Source: an optimization exercise on an open RTL-to-GDS flow (aim: small area). Production flows keep margins and buffers that such runs may drop.
At most, simulation tests tie the RTL to the original design; equivalence was not proved.
Power figures rest on the tool's default switching activity, not on a simulated workload.

## oak
// digital_resonator_bank
module digital_resonator_bank #(
  parameter int unsigned DATA_W    = 16,
  parameter int unsigned COEF_W    = 18,
  parameter int unsigned COEF_FRAC = 16,
  parameter int unsigned NUM_CH    = 4,
  localparam int unsigned CH_W     = (NUM_CH > 1) ? $clog2(NUM_CH) : 1
) (
  input  logic                     clk,
  input  logic                     reset_n,
  input  logic                     enable,
  input  logic                     clr,
  input  logic [NUM_CH*DATA_W-1:0] d,
  input  logic                     coef_we,
  input  logic [CH_W-1:0]          coef_ch,
  input  logic [1:0]               coef_sel,
  input  logic [COEF_W-1:0]        coef_data,
  output logic [NUM_CH*DATA_W-1:0] q,
  output logic                     q_valid,
  output logic                     busy,
  output logic                     sat_flag,
  output logic                     overrun
);
For scale: about 160 I/O pins.
Settings: LEC_CHECK=0, CAP_MARGIN=20, CORE_MARGIN=2, CORE_UTILIZATION=60, CTS_BUF_LIST=sky130_fd_sc_hd__clkbuf_8, CTS_CLUSTER_DIAMETER=60, CTS_CLUSTER_SIZE=20, SLEW_MARGIN=20; clock period 20.0 ns.
standard.sh (not shown) runs the stock make flow with config.mk's settings and CLKGATE_MAP_FILE= SYNTH_SCRIPT=/design/flow/synth_recipe.tcl, a recipe that flattens the netlist after the stock synthesis.
==> flow/flow/run.sh <==
#!/bin/bash
set -o pipefail
export BUFFER_PORTS_ARGS="-buffer_cell sky130_fd_sc_hd__buf_1"
export CTS_ARGS="-sink_clustering_enable -repair_clock_nets -sink_clustering_size 16 -sink_clustering_max_diameter 50 -buf_list sky130_fd_sc_hd__clkbuf_8 -dont_use_dummy_load"
bash standard.sh > standard.log 2>&1
oak reached the end of the flow, and the finished layout is clean on the timing, DRC and antenna checks.
Edits applied to the flow inputs when going from oak to pine:
==> flow/flow/run.sh <==
#!/bin/bash
set -o pipefail
export BUFFER_PORTS_ARGS="-buffer_cell sky130_fd_sc_hd__buf_1"
export CTS_ARGS="-sink_clustering_enable -repair_clock_nets -sink_clustering_size 20 -sink_clustering_max_diameter 60 -buf_list sky130_fd_sc_hd__clkbuf_8 -dont_use_dummy_load"
bash standard.sh > standard.log 2>&1
==> notes.md <==
- As far as pre-CTS setup slack goes, pine and oak are indistinguishable; the numbers are identical.
- The more densely filled core belongs to oak, not pine.
- The overall global routing resource usage was comparable across pine and oak.
- [compare] base=oak new=pine: number of cells traversed by the worst hold path roughly the same, post-route worst setup slack went down.
- pine vs oak, critical path capture point: q[57]$_DFFE_PN0P_ vs q[48]$_DFFE_PN0P_
Relative to pine, the following input files were edited for birch:
# pine
export LEC_CHECK = 0
export CAP_MARGIN = 20
export CORE_MARGIN = 2
export CORE_UTILIZATION = 60
export CTS_BUF_LIST = sky130_fd_sc_hd__clkbuf_8
export CTS_CLUSTER_DIAMETER = 60
export CTS_CLUSTER_SIZE = 20
export SLEW_MARGIN = 20
create_clock -name core_clock -period 20.0 [get_ports {clk}]
# birch
export LEC_CHECK = 0
export CAP_MARGIN = 20
export CORE_MARGIN = 2
export CORE_UTILIZATION = 75
export CTS_BUF_LIST = sky130_fd_sc_hd__clkbuf_8
export CTS_CLUSTER_DIAMETER = 60
export CTS_CLUSTER_SIZE = 20
export SLEW_MARGIN = 20
create_clock -name core_clock -period 20.0 [get_ports {clk}]
Notes after the runs:
birch: all stages complete, timing, DRC and antenna checks passed
On birch: combinational cell fraction of total power is 0.2 points higher than what pine gave.
The higher required time of the critical path came out of pine.
Comparing birch with pine, the fraction of final layout cells sized beyond drive strength 1 came out essentially unchanged.
On clock skew, birch does better than pine.
pine → birch: wire length on met2 has increased; routed length per instance went up; via count shows an increase of 2.2%.

* * *

Setup of trial 93:
The RTL this note starts from:
==> flow/design.v <==
module digital_resonator_bank #(
  parameter int unsigned DATA_W    = 16,
  parameter int unsigned COEF_W    = 18,
  parameter int unsigned COEF_FRAC = 16,
  parameter int unsigned NUM_CH    = 4,
  localparam int unsigned CH_W     = (NUM_CH > 1) ? $clog2(NUM_CH) : 1
) (
  input  logic                     clk,
  input  logic                     reset_n,
  input  logic                     enable,
  input  logic                     clr,
  input  logic [NUM_CH*DATA_W-1:0] d,
  input  logic                     coef_we,
  input  logic [CH_W-1:0]          coef_ch,
  input  logic [1:0]               coef_sel,
  input  logic [COEF_W-1:0]        coef_data,
  output logic [NUM_CH*DATA_W-1:0] q,
  output logic                     q_valid,
  output logic                     busy,
  output logic                     sat_flag,
  output logic                     overrun
);
  localparam int unsigned NB    = NUM_CH * DATA_W;        
  localparam int unsigned CNT_W = $clog2(NB);
  localparam int unsigned J_W   = $clog2(DATA_W);
  localparam int unsigned SW    = 3 * COEF_W;             
  localparam int unsigned AW    = COEF_W + 2;             
  localparam logic [COEF_W-1:0] G_ONE = COEF_W'(64'(1) << COEF_FRAC);
  logic [COEF_W-1:0]    sh   [NUM_CH][3];   
  logic [2:0]           shw  [NUM_CH];      
  logic [SW+2:0]        act  [NUM_CH];      
  logic [AW-1:0]        accr [NUM_CH];      
  logic [NB-1:0]        xr;                 
  logic [NB-1:0]        y2r;                
  logic [CNT_W-1:0]     cnt;
  logic                 run;
  logic                 z1, z2;
  logic                 sat_acc;
  logic                 accept, done;
  logic [CH_W-1:0]      k;
  logic [J_W-1:0]       j;
  logic                 first, last;
  logic                 xb, y1b, y2b;
  logic [NB-1:0]        dperm;
  assign k      = cnt[CH_W-1:0];
  assign j      = cnt[CNT_W-1:CH_W];
  assign first  = (j == '0);
  assign last   = (j == J_W'(DATA_W - 1));
  assign accept = !run && enable && !clr;
  assign done   = run && (cnt == CNT_W'(NB - 1));
  assign busy     = run;
  assign sat_flag = sat_acc;
  always_comb begin
    for (int unsigned kk = 0; kk < NUM_CH; kk++)
      for (int unsigned jj = 0; jj < DATA_W; jj++)
        dperm[jj*NUM_CH + kk] = d[kk*DATA_W + jj];
  end
  assign xb  = xr[0];
  assign y1b = q[k*DATA_W + j] & !z1;
  assign y2b = y2r[0] & !z2;
  logic [COEF_W-1:0] cg, ca1, ca2;
  logic [COEF_W-1:0] p1, p2, p3;           
  logic [AW-1:0]     rin;                  
  logic [COEF_W-1:0] s1, c1;               
  logic [AW-1:0]     s2, c2;               
  logic [AW:0]       u, cy;
  logic [AW-1:0]     v, vl, ring_in;
  logic [DATA_W-1:0] res;
  logic              clip;
  logic              y2nb;
  logic [SW+2:0] act0;
  assign act0 = act[0];
  assign cg  = act0[SW]   ? act0[COEF_W-1:0]          : G_ONE;
  assign ca1 = act0[SW+1] ? act0[2*COEF_W-1:COEF_W]   : '0;
  assign ca2 = act0[SW+2] ? act0[3*COEF_W-1:2*COEF_W] : '0;
  assign y2nb = !y2b;
  always_comb begin
    p1 = {COEF_W{xb}}   & cg;
    p2 = {COEF_W{y1b}}  & ca1;
    p3 = {COEF_W{y2nb}} & ca2;
    p1[COEF_W-1] = !p1[COEF_W-1];
    p2[COEF_W-1] = !p2[COEF_W-1];
    p3[COEF_W-1] = !p3[COEF_W-1];
    if (first)     rin = {1'b1, 1'b0, !ca2[COEF_W-1], ca2[COEF_W-2:0]};
    else if (last) rin = ~accr[0];
    else           rin = accr[0];
    for (int i = 0; i < COEF_W; i++) begin
      s1[i] = p1[i] ^ p2[i] ^ p3[i];
      c1[i] = (p1[i] & p2[i]) | (p1[i] & p3[i]) | (p2[i] & p3[i]);
    end
    s2[0] = rin[0] ^ s1[0];
    c2[0] = rin[0] & s1[0];
    for (int i = 1; i < COEF_W; i++) begin
      s2[i] = rin[i] ^ s1[i] ^ c1[i-1];
      c2[i] = (rin[i] & s1[i]) | (rin[i] & c1[i-1]) | (s1[i] & c1[i-1]);
    end
    s2[COEF_W]   = !(rin[COEF_W] ^ c1[COEF_W-1]);
    c2[COEF_W]   = rin[COEF_W] | c1[COEF_W-1];
    s2[COEF_W+1] = rin[COEF_W+1];
    c2[COEF_W+1] = 1'b0;
    u[0]  = s2[0];
    cy[1] = 1'b0;
    for (int i = 1; i <= AW-1; i++) begin
      u[i]    = s2[i] ^ c2[i-1] ^ cy[i];
      cy[i+1] = (s2[i] & c2[i-1]) | (s2[i] & cy[i]) | (c2[i-1] & cy[i]);
    end
    u[AW] = cy[AW];
    v = u[AW:1];
    vl = {!v[AW-1], v[AW-2:0]};
    clip = !(&vl[AW-1:DATA_W-1] || ~|vl[AW-1:DATA_W-1]);
    res  = clip ? (vl[AW-1] ? {1'b0, {(DATA_W-1){1'b1}}} : {1'b1, {(DATA_W-1){1'b0}}})
                : ~vl[DATA_W-1:0];
    ring_in = v;
    if (last) ring_in[DATA_W-1:0] = res;
  end
  always_ff @(posedge clk or negedge reset_n) begin
    if (!reset_n) begin
      for (int unsigned c = 0; c < NUM_CH; c++) shw[c] <= '0;
    end else if (coef_we) begin
      for (int unsigned c = 0; c < NUM_CH; c++)
        for (int unsigned s = 0; s < 3; s++)
          if (coef_ch == CH_W'(c) && coef_sel == 2'(s)) shw[c][s] <= 1'b1;
    end
  end
  always_ff @(posedge clk) begin
    if (coef_we) begin
      for (int unsigned c = 0; c < NUM_CH; c++)
        for (int unsigned s = 0; s < 3; s++)
          if (coef_ch == CH_W'(c) && coef_sel == 2'(s))
            sh[c][s] <= (c % 2 == 0) ? ~coef_data : coef_data;
    end
  end
  always_ff @(posedge clk) begin
    for (int unsigned c = 0; c < NUM_CH; c++) begin
      if (accept) act[c] <= ~{(c % 2 == 0) ? ~shw[c] : shw[c],
                              sh[c][2], sh[c][1], sh[c][0]};
      else        act[c] <= ~act[(c + 1) % NUM_CH];
      accr[c] <= (c == NUM_CH - 1) ? ring_in : accr[c + 1];
    end
    xr <= accept ? dperm : {dperm[NB-1], xr[NB-1:1]};
    if (run) y2r <= {y1b, y2r[NB-1:1]};
    cnt <= accept ? '0 : cnt + CNT_W'(1);
  end
  always_ff @(posedge clk or negedge reset_n) begin
    if (!reset_n) begin
      run     <= 1'b0;
      z1      <= 1'b1;
      z2      <= 1'b1;
      sat_acc <= 1'b0;
      q       <= '0;
      q_valid <= 1'b0;
      overrun <= 1'b0;
    end else begin
      q_valid <= 1'b0;
      if (clr) begin
        run     <= 1'b0;
        z1      <= 1'b1;
        z2      <= 1'b1;
        overrun <= 1'b0;
      end else begin
        if (enable && run) overrun <= 1'b1;
        if (accept) begin
          run     <= 1'b1;
          sat_acc <= 1'b0;
        end
        if (run && last) sat_acc <= sat_acc | clip;
        if (done) begin
          run     <= 1'b0;
          q_valid <= 1'b1;
          z1      <= 1'b0;
          z2      <= 1'b0;
          for (int unsigned c = 0; c < NUM_CH; c++)
            q[c*DATA_W +: DATA_W] <= (c == NUM_CH - 1) ? ring_in[DATA_W-1:0]
                                                       : accr[c + 1][DATA_W-1:0];
        end
      end
    end
  end
endmodule
Settings: LEC_CHECK=0, CAP_MARGIN=20, CORE_MARGIN=2, CORE_UTILIZATION=60, CTS_BUF_LIST=sky130_fd_sc_hd__clkbuf_8, CTS_CLUSTER_DIAMETER=60, CTS_CLUSTER_SIZE=20, SLEW_MARGIN=20; clock period 20.0 ns.
==> flow/flow/run.sh <==
#!/bin/bash
set -o pipefail
export BUFFER_PORTS_ARGS="-buffer_cell sky130_fd_sc_hd__buf_1"
bash standard.sh > standard.log 2>&1
For trial 78, these inputs were changed with respect to trial 93:
- SLEW_MARGIN now 0, was 20
- CAP_MARGIN now 0, was 20
Results
- Trial 78 finished every stage and its layout cleared the timing, DRC and antenna checks.
- Per the comparison of trial 78 with trial 93, final cell area excluding filler cells held; number of pins with negative max-slew slack in the final report held; cell area after placement held.
Function was not checked in any run of this note: the RTL went through the layout flow alone.

==> afterwards: timing with drivers on the ports <==
The flow's constraints put no driver on any port. The routed layouts listed below were extracted and timed again, unchanged, in two steps. Step 1: set_driving_cell puts a clkbuf_16 on clk and a buf_2 on each other input, an assumption about the parent block. Step 2 moves the port delays by t, midway between the first and last clock arrival at a register: inputs arrive t later, outputs are due t later. That takes back most of the time a late clock gives input paths. Slacks: ideal ports / drivers / drivers and shift; pairs: ideal ports / drivers.
run	shift t [ns]	setup WS [ns]	worst setup path at the end	worst register clock-pin slew, ns
oak	0.691	5.919 / 5.919 / 5.919	register to register	0.10 / 0.10
pine	0.684	5.908 / 5.908 / 5.908	register to register	0.12 / 0.12
birch	0.648	6.101 / 6.101 / 6.101	register to register	0.12 / 0.12
trial 93	0.695	6.402 / 6.402 / 6.402	register to register	0.12 / 0.12
trial 78	0.695	6.402 / 6.402 / 6.402	register to register	0.12 / 0.12
After both steps setup and hold are still met in every run listed.
